From an optimization exercise on the open Yosys and OpenROAD flow, aimed at a short achievable clock period and few clock cycles; shortcuts taken in it are not production practice. RTL that was checked went through simulation tests only; none was proved equivalent to the original. Power and IR drop assume default switching activity.

==> job 5489: inputs <==
Design aes_noc_feeder, start of the top module:
module aes_noc_feeder (
  input  logic         clk,
  input  logic         reset,
  input  logic         key_wr_en,
  input  logic [4:0]   key_wr_addr,
  input  logic [63:0]  key_wr_data,
  input  logic         key_load,
  input  logic [127:0] iv_data,
  input  logic         iv_load,
  input  logic         pt_valid,
  output logic         pt_ready,
  input  logic [127:0] pt_data,
  output logic         ct_valid,
  input  logic         ct_ready,
  output logic [127:0] ct_data,
  output logic [63:0]  noc_tx_lo,
  output logic [7:0]   noc_tx_cmd,
  output logic         noc_tx_valid,
  input  logic         noc_tx_rdy,
  input  logic [63:0]  noc_rx_lo,
  input  logic [7:0]   noc_rx_cmd,
  input  logic         noc_rx_valid,
  output logic         noc_rx_rdy,
  output logic         busy,
  output logic         timeout,
  output logic [15:0]  blocks_done
);
clock: 5.5 ns
lec_check: 0
cap_margin: 20
core_margin: 2
core_utilization: 40
setup_slack_margin: 3.0
slew_margin: 20
run.sh (not shown) runs the stock make flow with config.mk's settings and CLKGATE_MAP_FILE= SYNTH_SCRIPT=/design/flow/synth_recipe.tcl, a recipe that flattens the netlist after the stock synthesis.
==> inputs of job 5728, as changes to job 5489 <==
==> flow/design.v (replaced) <==
module aes_noc_feeder (
  input  logic         clk,
  input  logic         reset,
  input  logic         key_wr_en,
  input  logic [4:0]   key_wr_addr,
  input  logic [63:0]  key_wr_data,
  input  logic         key_load,
  input  logic [127:0] iv_data,
  input  logic         iv_load,
  input  logic         pt_valid,
  output logic         pt_ready,
  input  logic [127:0] pt_data,
  output logic         ct_valid,
  input  logic         ct_ready,
  output logic [127:0] ct_data,
  output logic [63:0]  noc_tx_lo,
  output logic [7:0]   noc_tx_cmd,
  output logic         noc_tx_valid,
  input  logic         noc_tx_rdy,
  input  logic [63:0]  noc_rx_lo,
  input  logic [7:0]   noc_rx_cmd,
  input  logic         noc_rx_valid,
  output logic         noc_rx_rdy,
  output logic         busy,
  output logic         timeout,
  output logic [15:0]  blocks_done
);
  localparam int KEY_WORDS = 22;
  logic [63:0]  key_buf_q [KEY_WORDS];
  logic [127:0] iv_q;
  logic [127:0] pt_q;
  logic [63:0]  ct_lo_q, ct_hi_q;
  logic [63:0]  key_word_q;        
  logic b_lo_q;     
  logic b_hi_q;     
  logic b_wait_q;   
  logic b_got1_q;   
  logic b_ct_q;     
  logic exp_q;      
  logic [9:0] timer_q;
  logic       key_pend_q, iv_pend_q, iv_beat_q;
  logic [4:0] key_cnt_q;
  logic       timeout_q;
  logic [15:0] blocks_q;
  logic rsp_now, rsp1, rsp2, handoff, abandon, blk_free, ldp, last_ld, hs;
  logic pt_sel, key_sel, iv_sel, key_fire, iv_fire;
  assign rsp_now  = noc_rx_valid & (&noc_rx_cmd);
  assign rsp1     = b_wait_q & ~exp_q & ~b_got1_q & rsp_now;
  assign rsp2     = b_wait_q & ~exp_q &  b_got1_q & rsp_now;
  assign ct_valid = b_ct_q | rsp2;
  assign handoff  = ct_valid & ct_ready;
  assign abandon  = b_wait_q & exp_q;
  assign blk_free = ~(b_wait_q | b_ct_q) | handoff | abandon;
  assign ldp      = key_pend_q | iv_pend_q;
  assign last_ld  = key_pend_q ? (~iv_pend_q & (key_cnt_q == 5'(KEY_WORDS - 1))) : iv_beat_q;
  assign pt_sel  = b_lo_q | b_hi_q;
  assign key_sel = ~pt_sel & key_pend_q;
  assign iv_sel  = ~pt_sel & ~key_pend_q & iv_pend_q;
  assign pt_ready     = blk_free & ~pt_sel & (~ldp | (last_ld & noc_tx_rdy));
  assign hs           = pt_valid & pt_ready;
  assign noc_tx_valid = pt_sel | (blk_free & (ldp | pt_valid));
  assign noc_tx_cmd   = {6'd0, ~key_sel & ~iv_sel, iv_sel};
  always_comb begin
    if (b_lo_q)          noc_tx_lo = pt_q[63:0];
    else if (b_hi_q)     noc_tx_lo = pt_q[127:64];
    else if (key_pend_q) noc_tx_lo = key_word_q;
    else if (iv_pend_q)  noc_tx_lo = iv_beat_q ? iv_q[127:64] : iv_q[63:0];
    else                 noc_tx_lo = pt_data[63:0];
  end
  assign key_fire = key_sel & blk_free & noc_tx_rdy;
  assign iv_fire  = iv_sel & blk_free & noc_tx_rdy;
  assign noc_rx_rdy  = b_wait_q;
  assign ct_data     = {b_ct_q ? ct_hi_q : noc_rx_lo, ct_lo_q};
  assign busy        = pt_sel | b_wait_q | b_ct_q | ldp | pt_valid;
  assign timeout     = timeout_q;
  assign blocks_done = blocks_q;
  always_ff @(posedge clk) begin
    if (key_wr_en && (key_wr_addr < 5'(KEY_WORDS))) key_buf_q[key_wr_addr] <= key_wr_data;
    if (iv_load) iv_q <= iv_data;
    if (hs) pt_q <= pt_data;
    if (rsp1) ct_lo_q <= noc_rx_lo;
    if (rsp2) ct_hi_q <= noc_rx_lo;
    if (key_load) key_word_q <= (key_wr_en && key_wr_addr == 5'd0) ? key_wr_data : key_buf_q[0];
    else if (key_fire && key_cnt_q != 5'(KEY_WORDS - 1)) key_word_q <= key_buf_q[key_cnt_q + 5'd1];
  end
  always_ff @(posedge clk) begin
    if (reset) begin
      b_lo_q     <= 1'b0;
      b_hi_q     <= 1'b0;
      b_wait_q   <= 1'b0;
      b_got1_q   <= 1'b0;
      b_ct_q     <= 1'b0;
      exp_q      <= 1'b0;
      timer_q    <= '0;
      key_pend_q <= 1'b0;
      key_cnt_q  <= '0;
      iv_pend_q  <= 1'b0;
      iv_beat_q  <= 1'b0;
      timeout_q  <= 1'b0;
      blocks_q   <= '0;
    end else begin
      b_lo_q   <= b_lo_q ? ~noc_tx_rdy : (hs & (ldp | ~noc_tx_rdy));
      b_hi_q   <= b_hi_q ? ~noc_tx_rdy : ((b_lo_q & noc_tx_rdy) | (hs & ~ldp & noc_tx_rdy));
      b_wait_q <= (b_hi_q & noc_tx_rdy) | (b_wait_q & ~rsp2 & ~exp_q);
      b_got1_q <= b_wait_q & ~exp_q & (b_got1_q ^ rsp_now);
      b_ct_q   <= ct_valid & ~ct_ready;
      exp_q    <= b_wait_q & (timer_q == 10'd1021);
      timer_q  <= b_wait_q ? timer_q + 10'd1 : 10'd0;
      key_pend_q <= key_load | (key_pend_q & ~(key_fire & (key_cnt_q == 5'(KEY_WORDS - 1))));
      if (key_load) key_cnt_q <= '0;
      else if (key_fire) key_cnt_q <= key_cnt_q + 5'd1;
      iv_pend_q <= iv_load | (iv_pend_q & ~(iv_fire & iv_beat_q));
      if (iv_load) iv_beat_q <= 1'b0;
      else if (iv_fire) iv_beat_q <= ~iv_beat_q;
      timeout_q <= timeout_q | abandon;
      blocks_q  <= blocks_q + 16'(handoff);
    end
  end
endmodule
--- a/flow/config.mk
+++ b/flow/config.mk
@@ -6,7 +6,6 @@
 export NUM_CORES = 4
 export LEC_CHECK = 0
 export CAP_MARGIN = 20
 export CORE_MARGIN = 2
 export CORE_UTILIZATION = 40
-export SETUP_SLACK_MARGIN = 3.0
 export SLEW_MARGIN = 20
==> inputs of job 2552, as changes to job 5489 <==
--- a/flow/design.v
+++ b/flow/design.v
@@ -57,14 +57,14 @@
   logic key_sel, iv_sel, key_fire, iv_fire, tx_ld;
   logic [63:0] kb0;
   assign rsp_now  = noc_rx_valid & (&noc_rx_cmd);
   assign rsp1     = b_wait_q & ~exp_q & ~b_got1_q & rsp_now;
   assign rsp2     = w2_q & rsp_now;
-  assign ct_valid = b_ct_q | rsp2;
+  assign ct_valid = b_ct_q;
   assign handoff  = ct_valid & ct_ready;
   assign abandon  = b_wait_q & exp_q;
-  assign blk_free = free_q | (ct_ready & (b_ct_q | rsp2));
+  assign blk_free = free_q | (ct_ready & b_ct_q);
   assign ldp      = key_pend_q | iv_pend_q;
   assign pt_ready     = blk_free & (nold_q | (lastld_q & noc_tx_rdy));
   assign hs           = pt_valid & pt_ready;
   assign noc_tx_valid = blk_free & txc_q;
   assign noc_tx_cmd   = {6'd0, tx_cmd_q};
@@ -72,20 +72,20 @@
   assign key_sel  = ~ptsel_q & key_pend_q;
   assign iv_sel   = ~ptsel_q & ~key_pend_q & iv_pend_q;
   assign key_fire = key_sel & blk_free & noc_tx_rdy;
   assign iv_fire  = iv_sel & blk_free & noc_tx_rdy;
   assign noc_rx_rdy  = b_wait_q;
-  assign ct_data     = {b_ct_q ? ct_hi_q : noc_rx_lo, ct_lo_q};
+  assign ct_data     = {ct_hi_q, ct_lo_q};
   assign busy        = busy_q;
   assign timeout     = timeout_q;
   assign blocks_done = blocks_q;
   always_comb begin
     b_lo_d   = b_lo_q ? ~noc_tx_rdy : (hs & (ldp | ~txc_q | ~noc_tx_rdy));
     b_hi_d   = b_hi_q ? ~noc_tx_rdy : ((b_lo_q & noc_tx_rdy) | (hs & ~ldp & txc_q & noc_tx_rdy));
     b_wait_d = (b_hi_q & noc_tx_rdy) | (b_wait_q & ~rsp2 & ~exp_q);
     b_got1_d = b_wait_q & ~exp_q & (b_got1_q ^ rsp_now);
-    b_ct_d   = ct_valid & ~ct_ready;
+    b_ct_d   = rsp2 | (b_ct_q & ~ct_ready);
     exp_d    = b_wait_q & (timer_q == 10'd1021);
     key_pend_d = key_load | (key_pend_q & ~(key_fire & (key_cnt_q == 5'(KEY_WORDS - 1))));
     key_cnt_d  = key_load ? 5'd0 : (key_fire ? key_cnt_q + 5'd1 : key_cnt_q);
     iv_pend_d  = iv_load | (iv_pend_q & ~(iv_fire & iv_beat_q));
     iv_beat_d  = iv_load ? 1'b0 : (iv_fire ? ~iv_beat_q : iv_beat_q);
==> comparison table <==
|  | job 5489 | job 2552 | job 5728 |
|---|---|---|---|
| Proportion of netlist area held by the largest area contributor | 69.75% | 70.68% | 75.27% |
| Cell count of the worst reg-to-reg path | 14 | 15 | 7 |
| Clock-cell share of area | 6.243% | 6.339% | 6.495% |
| Status | timing/DRC/antenna clean | timing/DRC/antenna clean | timing/DRC/antenna clean |
| Total of clock buffers placed in the layout | 273 | 258 | 244 |
| Hold WS | 0.4763 ns | 0.4646 ns | 0.4676 ns |
| Setup WS pre-CTS | 0.1741 ns | 0.4488 ns | 0.5785 ns |
| Total power draw | 32.59 mW | 32.67 mW | 30.61 mW |
| Effective utilization at floorplan | 40.15% | 40.16% | 40.36% |
| Area share of xor/xnor cells in the synthesized design | 0.2497% | 0.2531% | 0.3075% |
| Number of cells in the design after placement | 7948 | 8032 | 6789 |
| Number of buffers added by the clock tree synthesis step | 195 | 195 | 189 |
| Area share of fa/ha/maj cells after synthesis | 0.1135% | 0.1150% | 0.1014% |
| Routed met2 length | 139.5 mm | 143.9 mm | 100.5 mm |
| Routed met3 length | 26.84 mm | 30.44 mm | 14.87 mm |
Testbench counts of job 2552, summed over its fixed seeds: cycles 3,172.
Function not checked in job 5489 and job 5728: the RTL went through the layout flow alone.

-- re-timing with driven ports --
How much do the figures lean on ideal ports? The routed layouts below were timed once more, with nothing changed but the port constraints. Step 1, drivers: a clkbuf_16 drives clk and a buf_2 each remaining input, both assumed. Step 2, shift: input delay + t, output delay - t, t = (earliest + latest rising clock arrival at the registers) / 2. This alone moves slack from input paths to output paths. Slacks: ideal / step 1 / step 2; pairs: ideal / step 1.
| run | shift t [ns] | setup slack, ns | slew at the worst register clock pin (ns) |
|---|---|---|---|
| job 5489 | 0.927 | 2.166 / 2.158 / 1.270 | 0.07 / 0.07 |
| job 5728 | 0.909 | 0.671 / 0.629 / 0.629 | 0.07 / 0.07 |
| job 2552 | 0.933 | 2.678 / 2.584 / 1.905 | 0.07 / 0.07 |
After both steps setup and hold are still met in every run listed. The setup slack of job 5489, which loses most, moves by -0.008 ns with the drivers and by -0.896 ns with both steps.
